This is an optimization exercise on Yosys and OpenROAD, whose aim is small area, a short achievable clock period and few clock cycles per item, not a production implementation. At most, simulation tests tie the RTL to the original design; equivalence was not proved.

Setup of run M:
==> flow/design.v (excerpt) <==
module pipelined_floating_point_multiplier #(
  parameter int unsigned EXPONENT_WIDTH   = 8,
  parameter int unsigned MANTISSA_WIDTH   = 23,
  parameter int unsigned ROUND_TO_NEAREST = 1
) (
  input  logic        clk,
  input  logic        rst,
  input  logic        in_valid,
  output logic        in_ready,
  input  logic [31:0] a,
  input  logic [31:0] b,
  output logic        out_valid,
  input  logic        out_ready,
  output logic [31:0] out,
  output logic        underflow_flag,
  output logic        overflow_flag,
  output logic        invalid_operation_flag
);
Settings: LEC_CHECK=0, CAP_MARGIN=20, CORE_MARGIN=2, CORE_UTILIZATION=40, SETUP_SLACK_MARGIN=5.0, SLEW_MARGIN=20, SYNTH_HIERARCHICAL=1; clock period 9.0 ns.
standard.sh (not shown) runs the stock make flow with config.mk's settings and CLKGATE_MAP_FILE= SYNTH_SCRIPT=/design/flow/synth_recipe.tcl, a recipe that flattens the netlist after the stock synthesis.
==> flow/flow/run.sh <==
#!/bin/bash
# Standard layout, with the port buffers as buf_1 cells instead of the
# default choice. Each tool's output goes to a log file in this folder.
set -e

export BUFFER_PORTS_ARGS="-buffer_cell sky130_fd_sc_hd__buf_1"
bash standard.sh > standard.log 2>&1
Per the final summary, run M finished and its layout is clean on timing, DRC and antenna.
[inputs] run C vs run M
Settings: a change of SETUP_SLACK_MARGIN from 5.0 to 4.95.
Notes after the runs:
Run C was carried through to the last stage, and its layout satisfied the timing, DRC and antenna checks. Any difference in via-per-instance ratio between run M and run C is small enough to ignore. The cell count number comes out lower for run C vs run M. Delta (run C minus run M): final worst-path cycle share fell 1.1 points, worst hold-check slack about even.
No run of this note included a check of the RTL's function; only the layout flow was run.

========
== nickel ==
pipelined_floating_point_multiplier, a different RTL version from the one above (not shown whole).
Size: roughly 190 flip-flops, about 23,000 um^2 of cells after synthesis.
Settings: LEC_CHECK=0, CAP_MARGIN=20, CORE_MARGIN=2, CORE_UTILIZATION=40, PLACE_DENSITY=0.75, SETUP_SLACK_MARGIN=4.95, SLEW_MARGIN=20, SYNTH_HIERARCHICAL=1; clock period 9.0 ns.
Scripts as last shown in full above: flow/flow/run.sh
Testbench counts of nickel, summed over its fixed seeds: cycles 12,024, items 12,000.
Modified inputs, umber compared to nickel
Settings: SETUP_SLACK_MARGIN now 5.0, was 4.95; PLACE_DENSITY no longer set, was 0.75.
==> flow/flow/run.sh <==
#!/bin/bash
# Standard layout, with the port buffers as buf_2 cells instead of the
# default choice. Each tool's output goes to a log file in this folder.
set -e

export BUFFER_PORTS_ARGS="-buffer_cell sky130_fd_sc_hd__buf_2"
bash standard.sh > standard.log 2>&1
Notes after the runs:
- The final net count of nickel and that of umber are within noise of each other.
- Compared to nickel, umber shows a wider setup margin.
- umber finished every step from synthesis to the final layout, and the layout passed the timing, DRC and antenna checks.
- Between umber and nickel, the global-route total usage across every layer is lower for nickel.

========
Another version of the RTL of pipelined_floating_point_multiplier (not shown whole).
Size: roughly 2100 cells after synthesis, ~200 flip-flops, ~110 I/O pins, roughly 23000 sq um of cells after synthesis.
## pipelined_floating_point_multiplier
module pipelined_floating_point_multiplier #(
  parameter int unsigned EXPONENT_WIDTH   = 8,
  parameter int unsigned MANTISSA_WIDTH   = 23,
  parameter int unsigned ROUND_TO_NEAREST = 1
) (
  input  logic        clk,
  input  logic        rst,
  input  logic        in_valid,
  output logic        in_ready,
  input  logic [31:0] a,
  input  logic [31:0] b,
  output logic        out_valid,
  input  logic        out_ready,
  output logic [31:0] out,
  output logic        underflow_flag,
  output logic        overflow_flag,
  output logic        invalid_operation_flag
);
Settings: LEC_CHECK=0, CAP_MARGIN=20, CORE_MARGIN=2, CORE_UTILIZATION=40, SETUP_SLACK_MARGIN=5.0, SLEW_MARGIN=20, SYNTH_HIERARCHICAL=1; clock period 9.0 ns.
==> flow/flow/run.sh <==
#!/bin/bash
# Standard layout, with the port buffers as buf_4 cells instead of the
# default choice. Each tool's output goes to a log file in this folder.
set -e

export BUFFER_PORTS_ARGS="-buffer_cell sky130_fd_sc_hd__buf_4"
bash standard.sh > standard.log 2>&1
==> next run, changes <==
--- a/flow/config.mk
+++ b/flow/config.mk
@@ -9,5 +9,5 @@
 export CORE_MARGIN = 2
 export CORE_UTILIZATION = 40
-export SETUP_SLACK_MARGIN = 5.0
+export SETUP_SLACK_MARGIN = 4.8
 export SLEW_MARGIN = 20
 export SYNTH_HIERARCHICAL = 1
Wire length fell by 4.6%.
Setup slack improves by 0.037 ns.
Utilization fell by 1.5 points.
Non-clock buffer count fell by 48.
Fmax rose by 0.88%.
Global-route usage fell by 0.90 points.
No functional check of the RTL was part of any run of this note.

-- what the ideal ports hide --
The results above use ideal ports. As a check the final layouts listed here were re-extracted and re-timed, cells and wires unchanged. Step 1 sets driving cells, clkbuf_16 on the clock port and buf_2 on the other inputs (assumed; they add their load-dependent delay and slew). Step 2, shift: input delay + t, output delay - t, t = (earliest + latest rising clock arrival at the registers) / 2. This alone moves slack from input paths to output paths. a / b / c = no drivers / after step 1 / after step 2; a / b = the first two.
run | t (ns) | setup WS [ns] | worst setup path after step 2
run M | 0.555 | 4.603 / 4.603 / 4.603 | register to register
run C | 0.565 | 4.702 / 4.702 / 4.702 | register to register
nickel | 0.562 | 4.945 / 4.945 / 4.945 | register to register
umber | 0.567 | 4.992 / 4.992 / 4.992 | register to register
the first run of note 3 | 0.540 | 4.738 / 4.751 / 4.211 | input to register
the second run of note 3 | 0.548 | 4.775 / 4.798 / 4.250 | input to register
After both steps every run listed still meets setup and hold. The setup slack of the first run of note 3, which loses most, moves by +0.013 ns with the drivers and by -0.527 ns with both steps.
